Source: an optimization exercise on an open RTL-to-GDS flow (aim: a short achievable clock period and few clock cycles). Production flows keep margins and buffers that such runs may drop. RTL that was checked went through simulation tests only; none was proved equivalent to the original. Power figures rest on the tool's default switching activity, not on a simulated workload.

==> inputs of trial 47 <==
// cpu
module cpu (
	input  logic                       APB_PCLK,
	input  logic                       APB_PRESETn,
	output logic [32-1:0] paddr,
	output logic [32-1:0] pwdata,
	input  logic [32-1:0] prdata,
	output logic                       psel,
	output logic                       penable,
	output logic                       pwrite,
	output logic [3:0]                 pstrb,
	input  logic                       pready,
	output logic                       halted,
	output logic [32-1:0] pc
);
clock: 7.0 ns
lec_check: 0
cap_margin: 30
core_margin: 2
core_utilization: 55
setup_slack_margin: 4.3
slew_margin: 30
synth_hierarchical: 1
synth_minimum_keep_size: 0
run.sh (not shown) runs the stock make flow with config.mk's settings and CLKGATE_MAP_FILE= SYNTH_SCRIPT=/design/flow/synth_recipe.tcl, a recipe that flattens the netlist after the stock synthesis.
==> trial 72 (differences from trial 47) <==
--- a/flow/design.v
+++ b/flow/design.v
@@ -209,91 +209,78 @@
 	for (genvar i = 1; i < 32; i++) begin : cy
 		c_o21ai u_c (.a1(pl[5][i - 1]), .a2(cin_n), .b1(gl[5][i - 1]), .y(c[i]));
 	end
 	for (genvar i = 0; i < 32; i++) begin : sm
 		c_xor2 u_s (.a(p[i]), .b(c[i]), .y(s[i]));
 	end
 endmodule
 `timescale 1ns/1ps
-module rf_read #(
-	parameter bit FUSE_B = 1'b0   
-) (
+module rf_read (
 	input  logic [31:1][31:0] rf,
 	input  logic [4:0]        idx,
-	input  logic [31:1]       fwd_m,
-	input  logic [4:0]        fwd_rd,
-	input  logic              fwd_en,
+	input  logic [31:1]       fwd_m,   
+	input  logic [4:0]        fwd_rd,  
+	input  logic              fwd_en,  
 	input  logic [31:0]       fwd_v,
-	output logic [31:0]       v,
-	input  logic              b_a,
-	input  logic              b_b,
-	input  logic              b_c,
-	input  logic [31:0]       b_i,
-	output logic [31:0]       bv
+	output logic [31:0]       v
 );
-	logic [7:0] lo_n;
-	logic [3:0] hi_n;
-	logic       fsel;
-	rf_pre u_pre (.idx(idx), .fwd_rd(fwd_rd), .fwd_en(fwd_en), .lo_n(lo_n), .hi_n(hi_n),
-		.fsel(fsel));
+	logic [3:0][31:0] ohg;
+	logic [3:0]       fselg;
 	for (genvar d = 0; d < 4; d++) begin : dg
+		rf_dec u_dec (.idx(idx), .fwd_m(fwd_m), .fwd_rd(fwd_rd), .fwd_en(fwd_en), .oh(ohg[d]),
+			.fsel(fselg[d]));
+	end
+	for (genvar b = 0; b < 32; b++) begin : bitr
 		logic [31:0] oh;
-		assign oh[0] = 1'b0;
-		for (genvar r = 1; r < 32; r++) begin : ln
-			c_nor3 u_o (.a(hi_n[r >> 3]), .b(lo_n[r & 7]), .c(fwd_m[r]), .y(oh[r]));
+		logic        fsel;
+		assign oh   = ohg[b / 8];
+		assign fsel = fselg[b / 8];
+		logic [15:0] l1;
+		logic [3:0]  l2;
+		logic [1:0]  l3;
+		c_a22oi u_p0 (.a1(rf[1][b]), .a2(oh[1]), .b1(fwd_v[b]), .b2(fsel), .y(l1[0]));
+		for (genvar k = 1; k < 16; k++) begin : pr
+			c_a22oi u_p (.a1(rf[2 * k][b]), .a2(oh[2 * k]), .b1(rf[2 * k + 1][b]),
+				.b2(oh[2 * k + 1]), .y(l1[k]));
 		end
-		for (genvar bb = 0; bb < 8; bb++) begin : bitr
-			localparam int B = 8 * d + bb;
-			logic [15:0] l1;
-			logic [3:0]  l2;
-			logic [1:0]  l3;
-			c_a22oi u_p0 (.a1(rf[1][B]), .a2(oh[1]), .b1(fwd_v[B]), .b2(fsel), .y(l1[0]));
-			for (genvar k = 1; k < 16; k++) begin : pr
-				c_a22oi u_p (.a1(rf[2 * k][B]), .a2(oh[2 * k]), .b1(rf[2 * k + 1][B]),
-					.b2(oh[2 * k + 1]), .y(l1[k]));
-			end
-			for (genvar k = 0; k < 4; k++) begin : q
-				c_nand4 u_q (.a(l1[4 * k]), .b(l1[4 * k + 1]), .c(l1[4 * k + 2]),
-					.d(l1[4 * k + 3]), .y(l2[k]));
-			end
-			c_nor2  u_h0 (.a(l2[0]), .b(l2[1]), .y(l3[0]));
-			c_nor2  u_h1 (.a(l2[2]), .b(l2[3]), .y(l3[1]));
-			c_nand2 u_o  (.a(l3[0]), .b(l3[1]), .y(v[B]));
-			if (FUSE_B) begin : fb
-				logic m_a, m_b, m_c;
-				c_nand2 u_ma (.a(v[B]), .b(b_a), .y(m_a));
-				c_nand3 u_mb (.a(l3[0]), .b(l3[1]), .c(b_b), .y(m_b));
-				c_nand2 u_mc (.a(b_i[B]), .b(b_c), .y(m_c));
-				c_nand3 u_bv (.a(m_a), .b(m_b), .c(m_c), .y(bv[B]));
-			end else begin : nb
-				assign bv[B] = 1'b0;
-			end
+		for (genvar k = 0; k < 4; k++) begin : q
+			c_nand4 u_q (.a(l1[4 * k]), .b(l1[4 * k + 1]), .c(l1[4 * k + 2]), .d(l1[4 * k + 3]),
+				.y(l2[k]));
 		end
+		c_nor2  u_h0 (.a(l2[0]), .b(l2[1]), .y(l3[0]));
+		c_nor2  u_h1 (.a(l2[2]), .b(l2[3]), .y(l3[1]));
+		c_nand2 u_o  (.a(l3[0]), .b(l3[1]), .y(v[b]));
 	end
 endmodule
-module rf_pre (
-	input  logic [4:0] idx,
-	input  logic [4:0] fwd_rd,
-	input  logic       fwd_en,
-	output logic [7:0] lo_n,
-	output logic [3:0] hi_n,
-	output logic       fsel
+module rf_dec (
+	input  logic [4:0]  idx,
+	input  logic [31:1] fwd_m,
+	input  logic [4:0]  fwd_rd,
+	input  logic        fwd_en,
+	output logic [31:0] oh,
+	output logic        fsel
 );
 	logic [4:0] idx_n;
+	logic [7:0] lo_n;
+	logic [3:0] hi_n;
 	for (genvar i = 0; i < 5; i++) begin : iv
 		c_inv u_i (.a(idx[i]), .y(idx_n[i]));
 	end
 	for (genvar k = 0; k < 8; k++) begin : lo
 		c_nand3 u_l (.a(k[0] ? idx[0] : idx_n[0]), .b(k[1] ? idx[1] : idx_n[1]),
 			.c(k[2] ? idx[2] : idx_n[2]), .y(lo_n[k]));
 	end
 	for (genvar h = 0; h < 4; h++) begin : hi
 		c_nand2 u_h (.a(h[0] ? idx[3] : idx_n[3]), .b(h[1] ? idx[4] : idx_n[4]), .y(hi_n[h]));
 	end
+	assign oh[0] = 1'b0;
+	for (genvar r = 1; r < 32; r++) begin : ln
+		c_nor3 u_o (.a(hi_n[r >> 3]), .b(lo_n[r & 7]), .c(fwd_m[r]), .y(oh[r]));
+	end
 	logic [4:0] eqb;
 	logic [1:0] fn;
 	for (genvar i = 0; i < 5; i++) begin : eq
 		c_xnor2 u_e (.a(idx[i]), .b(fwd_rd[i]), .y(eqb[i]));
 	end
 	c_nand3 u_f0 (.a(eqb[0]), .b(eqb[1]), .c(eqb[2]), .y(fn[0]));
 	c_nand3 u_f1 (.a(eqb[3]), .b(eqb[4]), .c(fwd_en), .y(fn[1]));
 	c_nor2  u_f2 (.a(fn[0]), .b(fn[1]), .y(fsel));
@@ -391,43 +378,48 @@
 	assign fwd_m  = rd1h_q & {31{pend_q}};
 	assign fwd_en = pend_q & (rdb_q != 5'd0);
 	always_ff @(posedge APB_PCLK) begin
 		for (int r = 1; r < 32; r++) begin
 			if (pend_q & rd1h_q[r]) rf[r] <= res_q;
 		end
 	end
 	logic [31:0] rs1_val, rs2_val;
-	logic [31:0] bb;
-	logic        s_a, s_b, s_c;
-	logic [31:0] bimm_x;
 	rf_read u_rd1 (.rf(rf), .idx(iw[19:15]), .fwd_m(fwd_m), .fwd_rd(rdb_q), .fwd_en(fwd_en),
-		.fwd_v(res_q), .v(rs1_val), .b_a(1'b0), .b_b(1'b0), .b_c(1'b0), .b_i(32'd0), .bv());
-	rf_read #(.FUSE_B(1'b1)) u_rd2 (.rf(rf), .idx(iw[24:20]), .fwd_m(fwd_m), .fwd_rd(rdb_q), .fwd_en(fwd_en),
-		.fwd_v(res_q), .v(rs2_val), .b_a(s_a), .b_b(s_b), .b_c(s_c), .b_i(bimm_x), .bv(bb));
+		.fwd_v(res_q), .v(rs1_val));
+	rf_read u_rd2 (.rf(rf), .idx(iw[24:20]), .fwd_m(fwd_m), .fwd_rd(rdb_q), .fwd_en(fwd_en),
+		.fwd_v(res_q), .v(rs2_val));
 	logic [31:0] imm_i, imm_s, imm_u, imm_b, imm_j;
 	assign imm_i = {{20{iw[31]}}, iw[31:20]};
 	assign imm_s = {{20{iw[31]}}, iw[31:25], iw[11:7]};
 	assign imm_u = {iw[31:12], 12'b0};
 	assign imm_b = {{19{iw[31]}}, iw[31], iw[7], iw[30:25], iw[11:8], 1'b0};
 	assign imm_j = {{11{iw[31]}}, iw[31], iw[19:12], iw[20], iw[30:21], 1'b0};
 	logic [31:0] pc_q;
 	logic [31:0] pc_plus4;
 	inc4_32 u_padd (.a(pc_q), .s(pc_plus4));
 	logic [31:0] tgt_j;
 	ks_add32 u_jadd (.a(pc_q), .b(imm_j), .s(tgt_j));
-	logic        inv, use_rs2;
-	logic [31:0] b_imm, b_pass;
+	logic        inv, use_rs2, s_a, s_b, s_c;
+	logic [31:0] b_imm, bimm_x, b_pass;
+	logic [31:0] rs2_n;
 	assign inv     = (d_op & f3 == 3'b000 & iw[30]) | ((d_op | d_opi) & f3 == 3'b010);
 	assign use_rs2 = d_op | d_br;
 	assign b_imm   = d_st ? imm_s : imm_i;
 	assign bimm_x  = b_imm ^ {32{inv}};
 	assign s_a     = use_rs2 & ~inv;
 	assign s_b     = use_rs2 & inv;
 	assign s_c     = ~use_rs2;
+	logic [31:0] bb_u1, bb_u2, bb;
+	for (genvar i = 0; i < 32; i++) begin : bbm
+		c_inv    u_r2 (.a(rs2_val[i]), .y(rs2_n[i]));
+		c_a22oi  u_u1 (.a1(rs2_val[i]), .a2(s_a), .b1(rs2_n[i]), .b2(s_b), .y(bb_u1[i]));
+		c_nand2  u_u2 (.a(bimm_x[i]), .b(s_c), .y(bb_u2[i]));
+		c_nand2  u_bb (.a(bb_u1[i]), .b(bb_u2[i]), .y(bb[i]));
+	end
 	assign b_pass = d_lui ? imm_u : pc_plus4;
 	logic [31:0] a_q, bb_q, b_q, s_q, imm_q;
 	logic        cin_q;
 	logic        sel_sum_q, sel_slt_q, sel_xor_q, sel_or_q, sel_and_q, sel_b_q;
 	logic        bne_q;
 	logic [1:0]  sz_q;
 	always_ff @(posedge APB_PCLK) begin
 		a_q   <= rs1_val;
@@ -456,28 +448,26 @@
 		end
 	end
 	logic [31:0] sum, p_q, g_q;
 	for (genvar i = 0; i < 32; i++) begin : pg
 		c_xor2 u_p (.a(a_q[i]), .b(bb_q[i]), .y(p_q[i]));
 		c_and2 u_g (.a(a_q[i]), .b(bb_q[i]), .y(g_q[i]));
 	end
 	ks_pg32c u_add (.p(p_q), .g(g_q), .cin(cin_q), .s(sum));
-	logic [31:0] maddr;
-	ks_add32 u_madd (.a(a_q), .b(bb_q), .s(maddr));
 	logic        take;
 	logic [31:0] tgt;
 	assign take = (p_q == 32'd0) ^ bne_q;
 	ks_add32 u_tadd (.a(pc_q), .b(imm_q), .s(tgt));
 	logic [3:0]  strb_c;
 	logic [31:0] wdat_c;
 	always_comb begin
 		case (sz_q)
-			2'b00:   strb_c = 4'b0001 << maddr[1:0];
-			2'b01:   strb_c = maddr[1] ? 4'b1100 : 4'b0011;
+			2'b00:   strb_c = 4'b0001 << sum[1:0];
+			2'b01:   strb_c = sum[1] ? 4'b1100 : 4'b0011;
 			default: strb_c = 4'b1111;
 		endcase
 		case (sz_q)
 			2'b00:   wdat_c = {4{s_q[7:0]}};
 			2'b01:   wdat_c = {2{s_q[15:0]}};
 			default: wdat_c = s_q;
 		endcase
 	end
@@ -495,17 +485,17 @@
 	assign a_tgt    = APB_PRESETn & s_bb & take;
 	assign a_pc4    = APB_PRESETn & ((s_bb & ~take) | ma_done);
 	assign a_sum    = APB_PRESETn & s_bm;
 	assign a_hold_p = APB_PRESETn & ~(direct | jump | s_bb | ma_done);
 	assign a_hold_a = APB_PRESETn & ~(direct | jump | s_bb | s_bm | ma_done);
 	for (genvar i = 0; i < 32; i++) begin : pcn
 		logic n1, n2, n3, n4, m1, m3;
 		c_a22oi u_n1 (.a1(tgt[i]), .a2(a_tgt), .b1(pc4_q[i]), .b2(a_pc4), .y(n1));
-		c_a22oi u_n2 (.a1(pc_plus4[i]), .a2(a_dir), .b1(maddr[i]), .b2(a_sum), .y(n2));
+		c_a22oi u_n2 (.a1(pc_plus4[i]), .a2(a_dir), .b1(sum[i]), .b2(a_sum), .y(n2));
 		c_nand2 u_n3 (.a(paddr_q[i]), .b(a_hold_a), .y(n3));
 		c_nand2 u_n4 (.a(tgt_j[i]), .b(a_jmp), .y(n4));
 		c_nand4 u_a  (.a(n1), .b(n2), .c(n3), .d(n4), .y(paddr_nxt[i]));
 		c_nand2 u_m1 (.a(pc_plus4[i]), .b(a_dir), .y(m1));
 		c_nand2 u_m3 (.a(pc_q[i]), .b(a_hold_p), .y(m3));
 		c_nand4 u_p  (.a(n1), .b(m1), .c(m3), .d(n4), .y(pc_nxt[i]));
 	end
 	always_ff @(posedge APB_PCLK) begin
==> flow/flow/run.sh (new file) <==
#!/bin/bash
# The standard ORFS layout, with gate resizing allowed to change a cell's footprint
# (the sky130hd platform otherwise limits the timing repair to same-footprint swaps).
# The synthesis step is the standard one, unchanged.
set -euo pipefail
bash standard.sh synth > synth.log 2>&1
bash standard.sh MATCH_CELL_FOOTPRINT=0 finish > layout.log 2>&1
==> flow/standard.sh (new file) <==
#!/bin/bash
# synth_recipe.tcl (not shown) runs the flow's synth.tcl, then flattens the netlist and writes it again
# the make line also repeats each setting of config.mk as NAME=value (left out here)
make -C /OpenROAD-flow-scripts/flow DESIGN_CONFIG=/design/flow/config.mk WORK_HOME=/design/flow/orfs CLKGATE_MAP_FILE= SYNTH_SCRIPT=/design/flow/synth_recipe.tcl "${@:-finish}"
removed: flow/run.sh
==> trial 87 (differences from trial 47) <==
--- a/flow/design.v
+++ b/flow/design.v
@@ -176,17 +176,18 @@
 	for (genvar i = 1; i < 30; i++) begin : sm
 		c_xnor2 u_s (.a(a[i + 2]), .b(al[5][i - 1]), .y(s[i + 2]));
 	end
 endmodule
 module ks_pg32c (
 	input  logic [31:0] p,
 	input  logic [31:0] g,
 	input  logic        cin,
-	output logic [31:0] s
+	output logic [31:0] s,
+	output logic [31:0] co    
 );
 	logic [31:0] gl [0:5];
 	logic [31:0] pl [0:5];
 	assign gl[0] = g;
 	assign pl[0] = p;
 	for (genvar l = 0; l < 5; l++) begin : lvl
 		localparam int D = 1 << l;
 		for (genvar i = 0; i < 32; i++) begin : bitl
@@ -207,16 +208,17 @@
 	c_inv u_ci (.a(cin), .y(cin_n));
 	assign c[0] = cin;
 	for (genvar i = 1; i < 32; i++) begin : cy
 		c_o21ai u_c (.a1(pl[5][i - 1]), .a2(cin_n), .b1(gl[5][i - 1]), .y(c[i]));
 	end
 	for (genvar i = 0; i < 32; i++) begin : sm
 		c_xor2 u_s (.a(p[i]), .b(c[i]), .y(s[i]));
 	end
+	assign co = c;
 endmodule
 `timescale 1ns/1ps
 module rf_read #(
 	parameter bit FUSE_B = 1'b0   
 ) (
 	input  logic [31:1][31:0] rf,
 	input  logic [4:0]        idx,
 	input  logic [31:1]       fwd_m,
@@ -455,17 +457,20 @@
 			for (int r = 1; r < 32; r++) rd1h_q[r] <= (iw[11:7] == 5'(r));
 		end
 	end
 	logic [31:0] sum, p_q, g_q;
 	for (genvar i = 0; i < 32; i++) begin : pg
 		c_xor2 u_p (.a(a_q[i]), .b(bb_q[i]), .y(p_q[i]));
 		c_and2 u_g (.a(a_q[i]), .b(bb_q[i]), .y(g_q[i]));
 	end
-	ks_pg32c u_add (.p(p_q), .g(g_q), .cin(cin_q), .s(sum));
+	logic [31:0] cy;
+	logic        c31_n;
+	ks_pg32c u_add (.p(p_q), .g(g_q), .cin(cin_q), .s(sum), .co(cy));
+	c_inv u_c31 (.a(cy[31]), .y(c31_n));
 	logic [31:0] maddr;
 	ks_add32 u_madd (.a(a_q), .b(bb_q), .s(maddr));
 	logic        take;
 	logic [31:0] tgt;
 	assign take = (p_q == 32'd0) ^ bne_q;
 	ks_add32 u_tadd (.a(pc_q), .b(imm_q), .s(tgt));
 	logic [3:0]  strb_c;
 	logic [31:0] wdat_c;
@@ -530,17 +535,17 @@
 		({32{sel_and_q}} & g_q) |
 		({32{sel_b_q}} & b_q);
 	assign res_o = ({32{go_alu_q}} & res_e) | ({32{go_ld_q}} & raw_q) |
 		({32{~(go_alu_q | go_ld_q)}} & res_q);
 	assign k_sum = go_alu_q & sel_sum_q;
 	assign k1    = go_alu_q & sel_slt_q & p_q[31];
 	assign k2n   = ~((go_alu_q & sel_slt_q & ~p_q[31] & g_q[31]) | res_o[0]);
 	logic [31:0] res_nxt;
-	c_a22oi u_r0a (.a1(sum[0]), .a2(k_sum), .b1(sum[31]), .b2(k1), .y(res0_n));
+	c_a22oi u_r0a (.a1(sum[0]), .a2(k_sum), .b1(c31_n), .b2(k1), .y(res0_n));
 	c_nand2 u_r0b (.a(res0_n), .b(k2n), .y(res_nxt[0]));
 	for (genvar i = 1; i < 32; i++) begin : rs
 		c_a21o u_r (.a1(sum[i]), .a2(k_sum), .b1(res_o[i]), .y(res_nxt[i]));
 	end
 	always_ff @(posedge APB_PCLK) begin
 		raw_q <= prdata;
 	end
 	always_ff @(posedge APB_PCLK) begin
==> flow/config.mk (replaced) <==
export PLATFORM = sky130hd
export DESIGN_NAME = cpu
export DESIGN_NICKNAME = cpu
export VERILOG_FILES = /design/flow/design.v
export SDC_FILE = /design/flow/constraint.sdc
export NUM_CORES = 4
export LEC_CHECK = 0
export CAP_MARGIN = 30
export CORE_MARGIN = 2
export CORE_UTILIZATION = 55
export GPL_ROUTABILITY_DRIVEN = 0
export SETUP_SLACK_MARGIN = 4.3
export SLEW_MARGIN = 30
export SYNTH_HIERARCHICAL = 1
export SYNTH_MINIMUM_KEEP_SIZE = 0
==> build 84 (differences from trial 47) <==
--- a/flow/design.v
+++ b/flow/design.v
@@ -209,31 +209,24 @@
 	for (genvar i = 1; i < 32; i++) begin : cy
 		c_o21ai u_c (.a1(pl[5][i - 1]), .a2(cin_n), .b1(gl[5][i - 1]), .y(c[i]));
 	end
 	for (genvar i = 0; i < 32; i++) begin : sm
 		c_xor2 u_s (.a(p[i]), .b(c[i]), .y(s[i]));
 	end
 endmodule
 `timescale 1ns/1ps
-module rf_read #(
-	parameter bit FUSE_B = 1'b0   
-) (
+module rf_read (
 	input  logic [31:1][31:0] rf,
 	input  logic [4:0]        idx,
 	input  logic [31:1]       fwd_m,
 	input  logic [4:0]        fwd_rd,
 	input  logic              fwd_en,
 	input  logic [31:0]       fwd_v,
-	output logic [31:0]       v,
-	input  logic              b_a,
-	input  logic              b_b,
-	input  logic              b_c,
-	input  logic [31:0]       b_i,
-	output logic [31:0]       bv
+	output logic [31:0]       v
 );
 	logic [7:0] lo_n;
 	logic [3:0] hi_n;
 	logic       fsel;
 	rf_pre u_pre (.idx(idx), .fwd_rd(fwd_rd), .fwd_en(fwd_en), .lo_n(lo_n), .hi_n(hi_n),
 		.fsel(fsel));
 	for (genvar d = 0; d < 4; d++) begin : dg
 		logic [31:0] oh;
@@ -253,25 +246,16 @@
 			end
 			for (genvar k = 0; k < 4; k++) begin : q
 				c_nand4 u_q (.a(l1[4 * k]), .b(l1[4 * k + 1]), .c(l1[4 * k + 2]),
 					.d(l1[4 * k + 3]), .y(l2[k]));
 			end
 			c_nor2  u_h0 (.a(l2[0]), .b(l2[1]), .y(l3[0]));
 			c_nor2  u_h1 (.a(l2[2]), .b(l2[3]), .y(l3[1]));
 			c_nand2 u_o  (.a(l3[0]), .b(l3[1]), .y(v[B]));
-			if (FUSE_B) begin : fb
-				logic m_a, m_b, m_c;
-				c_nand2 u_ma (.a(v[B]), .b(b_a), .y(m_a));
-				c_nand3 u_mb (.a(l3[0]), .b(l3[1]), .c(b_b), .y(m_b));
-				c_nand2 u_mc (.a(b_i[B]), .b(b_c), .y(m_c));
-				c_nand3 u_bv (.a(m_a), .b(m_b), .c(m_c), .y(bv[B]));
-			end else begin : nb
-				assign bv[B] = 1'b0;
-			end
 		end
 	end
 endmodule
 module rf_pre (
 	input  logic [4:0] idx,
 	input  logic [4:0] fwd_rd,
 	input  logic       fwd_en,
 	output logic [7:0] lo_n,
@@ -391,43 +375,48 @@
 	assign fwd_m  = rd1h_q & {31{pend_q}};
 	assign fwd_en = pend_q & (rdb_q != 5'd0);
 	always_ff @(posedge APB_PCLK) begin
 		for (int r = 1; r < 32; r++) begin
 			if (pend_q & rd1h_q[r]) rf[r] <= res_q;
 		end
 	end
 	logic [31:0] rs1_val, rs2_val;
-	logic [31:0] bb;
-	logic        s_a, s_b, s_c;
-	logic [31:0] bimm_x;
 	rf_read u_rd1 (.rf(rf), .idx(iw[19:15]), .fwd_m(fwd_m), .fwd_rd(rdb_q), .fwd_en(fwd_en),
-		.fwd_v(res_q), .v(rs1_val), .b_a(1'b0), .b_b(1'b0), .b_c(1'b0), .b_i(32'd0), .bv());
-	rf_read #(.FUSE_B(1'b1)) u_rd2 (.rf(rf), .idx(iw[24:20]), .fwd_m(fwd_m), .fwd_rd(rdb_q), .fwd_en(fwd_en),
-		.fwd_v(res_q), .v(rs2_val), .b_a(s_a), .b_b(s_b), .b_c(s_c), .b_i(bimm_x), .bv(bb));
+		.fwd_v(res_q), .v(rs1_val));
+	rf_read u_rd2 (.rf(rf), .idx(iw[24:20]), .fwd_m(fwd_m), .fwd_rd(rdb_q), .fwd_en(fwd_en),
+		.fwd_v(res_q), .v(rs2_val));
 	logic [31:0] imm_i, imm_s, imm_u, imm_b, imm_j;
 	assign imm_i = {{20{iw[31]}}, iw[31:20]};
 	assign imm_s = {{20{iw[31]}}, iw[31:25], iw[11:7]};
 	assign imm_u = {iw[31:12], 12'b0};
 	assign imm_b = {{19{iw[31]}}, iw[31], iw[7], iw[30:25], iw[11:8], 1'b0};
 	assign imm_j = {{11{iw[31]}}, iw[31], iw[19:12], iw[20], iw[30:21], 1'b0};
 	logic [31:0] pc_q;
 	logic [31:0] pc_plus4;
 	inc4_32 u_padd (.a(pc_q), .s(pc_plus4));
 	logic [31:0] tgt_j;
 	ks_add32 u_jadd (.a(pc_q), .b(imm_j), .s(tgt_j));
-	logic        inv, use_rs2;
-	logic [31:0] b_imm, b_pass;
+	logic        inv, use_rs2, s_a, s_b, s_c;
+	logic [31:0] b_imm, bimm_x, b_pass;
+	logic [31:0] rs2_n;
 	assign inv     = (d_op & f3 == 3'b000 & iw[30]) | ((d_op | d_opi) & f3 == 3'b010);
 	assign use_rs2 = d_op | d_br;
 	assign b_imm   = d_st ? imm_s : imm_i;
 	assign bimm_x  = b_imm ^ {32{inv}};
 	assign s_a     = use_rs2 & ~inv;
 	assign s_b     = use_rs2 & inv;
 	assign s_c     = ~use_rs2;
+	logic [31:0] bb_u1, bb_u2, bb;
+	for (genvar i = 0; i < 32; i++) begin : bbm
+		c_inv    u_r2 (.a(rs2_val[i]), .y(rs2_n[i]));
+		c_a22oi  u_u1 (.a1(rs2_val[i]), .a2(s_a), .b1(rs2_n[i]), .b2(s_b), .y(bb_u1[i]));
+		c_nand2  u_u2 (.a(bimm_x[i]), .b(s_c), .y(bb_u2[i]));
+		c_nand2  u_bb (.a(bb_u1[i]), .b(bb_u2[i]), .y(bb[i]));
+	end
 	assign b_pass = d_lui ? imm_u : pc_plus4;
 	logic [31:0] a_q, bb_q, b_q, s_q, imm_q;
 	logic        cin_q;
 	logic        sel_sum_q, sel_slt_q, sel_xor_q, sel_or_q, sel_and_q, sel_b_q;
 	logic        bne_q;
 	logic [1:0]  sz_q;
 	always_ff @(posedge APB_PCLK) begin
 		a_q   <= rs1_val;
@@ -456,28 +445,26 @@
 		end
 	end
 	logic [31:0] sum, p_q, g_q;
 	for (genvar i = 0; i < 32; i++) begin : pg
 		c_xor2 u_p (.a(a_q[i]), .b(bb_q[i]), .y(p_q[i]));
 		c_and2 u_g (.a(a_q[i]), .b(bb_q[i]), .y(g_q[i]));
 	end
 	ks_pg32c u_add (.p(p_q), .g(g_q), .cin(cin_q), .s(sum));
-	logic [31:0] maddr;
-	ks_add32 u_madd (.a(a_q), .b(bb_q), .s(maddr));
 	logic        take;
 	logic [31:0] tgt;
 	assign take = (p_q == 32'd0) ^ bne_q;
 	ks_add32 u_tadd (.a(pc_q), .b(imm_q), .s(tgt));
 	logic [3:0]  strb_c;
 	logic [31:0] wdat_c;
 	always_comb begin
 		case (sz_q)
-			2'b00:   strb_c = 4'b0001 << maddr[1:0];
-			2'b01:   strb_c = maddr[1] ? 4'b1100 : 4'b0011;
+			2'b00:   strb_c = 4'b0001 << sum[1:0];
+			2'b01:   strb_c = sum[1] ? 4'b1100 : 4'b0011;
 			default: strb_c = 4'b1111;
 		endcase
 		case (sz_q)
 			2'b00:   wdat_c = {4{s_q[7:0]}};
 			2'b01:   wdat_c = {2{s_q[15:0]}};
 			default: wdat_c = s_q;
 		endcase
 	end
@@ -495,17 +482,17 @@
 	assign a_tgt    = APB_PRESETn & s_bb & take;
 	assign a_pc4    = APB_PRESETn & ((s_bb & ~take) | ma_done);
 	assign a_sum    = APB_PRESETn & s_bm;
 	assign a_hold_p = APB_PRESETn & ~(direct | jump | s_bb | ma_done);
 	assign a_hold_a = APB_PRESETn & ~(direct | jump | s_bb | s_bm | ma_done);
 	for (genvar i = 0; i < 32; i++) begin : pcn
 		logic n1, n2, n3, n4, m1, m3;
 		c_a22oi u_n1 (.a1(tgt[i]), .a2(a_tgt), .b1(pc4_q[i]), .b2(a_pc4), .y(n1));
-		c_a22oi u_n2 (.a1(pc_plus4[i]), .a2(a_dir), .b1(maddr[i]), .b2(a_sum), .y(n2));
+		c_a22oi u_n2 (.a1(pc_plus4[i]), .a2(a_dir), .b1(sum[i]), .b2(a_sum), .y(n2));
 		c_nand2 u_n3 (.a(paddr_q[i]), .b(a_hold_a), .y(n3));
 		c_nand2 u_n4 (.a(tgt_j[i]), .b(a_jmp), .y(n4));
 		c_nand4 u_a  (.a(n1), .b(n2), .c(n3), .d(n4), .y(paddr_nxt[i]));
 		c_nand2 u_m1 (.a(pc_plus4[i]), .b(a_dir), .y(m1));
 		c_nand2 u_m3 (.a(pc_q[i]), .b(a_hold_p), .y(m3));
 		c_nand4 u_p  (.a(n1), .b(m1), .c(m3), .d(n4), .y(pc_nxt[i]));
 	end
 	always_ff @(posedge APB_PCLK) begin
==> flow/config.mk (replaced) <==
export PLATFORM = sky130hd
export DESIGN_NAME = cpu
export DESIGN_NICKNAME = cpu
export VERILOG_FILES = /design/flow/design.v
export SDC_FILE = /design/flow/constraint.sdc
export NUM_CORES = 4
export LEC_CHECK = 0
export CAP_MARGIN = 30
export CORE_MARGIN = 2
export CORE_UTILIZATION = 70
export SETUP_SLACK_MARGIN = 4.3
export SLEW_MARGIN = 30
export SYNTH_HIERARCHICAL = 1
export SYNTH_MINIMUM_KEEP_SIZE = 0
==> qor summary <==
item	trial 87	trial 47	build 84	trial 72
Status	timing/DRC/antenna clean	timing/DRC/antenna clean	did not finish	timing/DRC/antenna clean
Last stage reached	-	-	global routing	-
Summed area of non-filler cells in the final layout	91500 sq um	92000 sq um	-	91700 sq um
Leading cell kind	flip-flops and latches	flip-flops and latches	-	flip-flops and latches
Highest net fanout along the worst path	8	6	-	15
Core region area	129000 sq um	129000 sq um	-	127000 sq um
Endpoint of the worst register-to-register path	bb_q[1]$_DFF_P_	res_q[0]$_DFF_P_	-	a_q[16]$_DFF_P_
FF-to-FF Start	pend_q$_SDFF_PN0_	bb_q[25]$_DFF_P_	-	rd1h_q[26]$_DFFE_PP_
Power dissipated in combinational cells	3.31 mW	3.40 mW	-	3.10 mW
Postcts setup bufs	364	461	527	349
Die Footprint	133000 sq um	133000 sq um	-	131000 sq um
Startpoint of the worst hold path	s_idle$_DFF_P_	wdat_q[16]$_DFF_P_	-	paddr_q[28]$_DFF_P_
Antenna diodes	4	8	-	19
Minimum clock period after layout	2.87 ns	2.87 ns	-	3.21 ns
Launch point of the worst path	prdata[20]	bb_q[25]$_DFF_P_	-	prdata[16]
Testbench counts of trial 47, summed over its fixed seeds: cycles 54,967.
Testbench counts of trial 72, summed over its fixed seeds: cycles 54,967.
Testbench counts of trial 87, summed over its fixed seeds: cycles 54,967.
No functional check of the RTL was part of build 84.

re-timing with driven ports:
The results above use ideal ports. As a check the final layouts listed here were re-extracted and re-timed, cells and wires unchanged. Step 1 (the two cells are an assumption about what drives the block):
set clk [get_ports {APB_PCLK}]
set_driving_cell -lib_cell sky130_fd_sc_hd__clkbuf_16 $clk
set_driving_cell -lib_cell sky130_fd_sc_hd__buf_2 [delete_from_list [all_inputs] $clk]
Step 2 moves the port delays by t, midway between the first and last clock arrival at a register: inputs arrive t later, outputs are due t later. That takes back most of the time a late clock gives input paths. Slacks: no drivers / after step 1 / after step 2; pairs: no drivers / after step 1.
run	t, ns	setup WS [ns]	hold WS [ns]	latest minus earliest clock arrival (ns)	pins driven straight from the clock port
trial 47	0.876	4.128 / 4.128 / 3.253	0.473 / 0.473 / 0.473	0.044 / 0.044	1
trial 72	0.873	3.795 / 3.789 / 2.916	0.473 / 0.473 / 0.473	0.047 / 0.048	1
trial 87	0.863	4.128 / 4.003 / 3.139	0.459 / 0.459 / 0.459	0.057 / 0.057	1
After both steps setup and hold are still met in every run listed. For trial 87, which loses most, drivers alone change the setup slack by -0.125 ns; drivers and shift together by -0.989 ns.
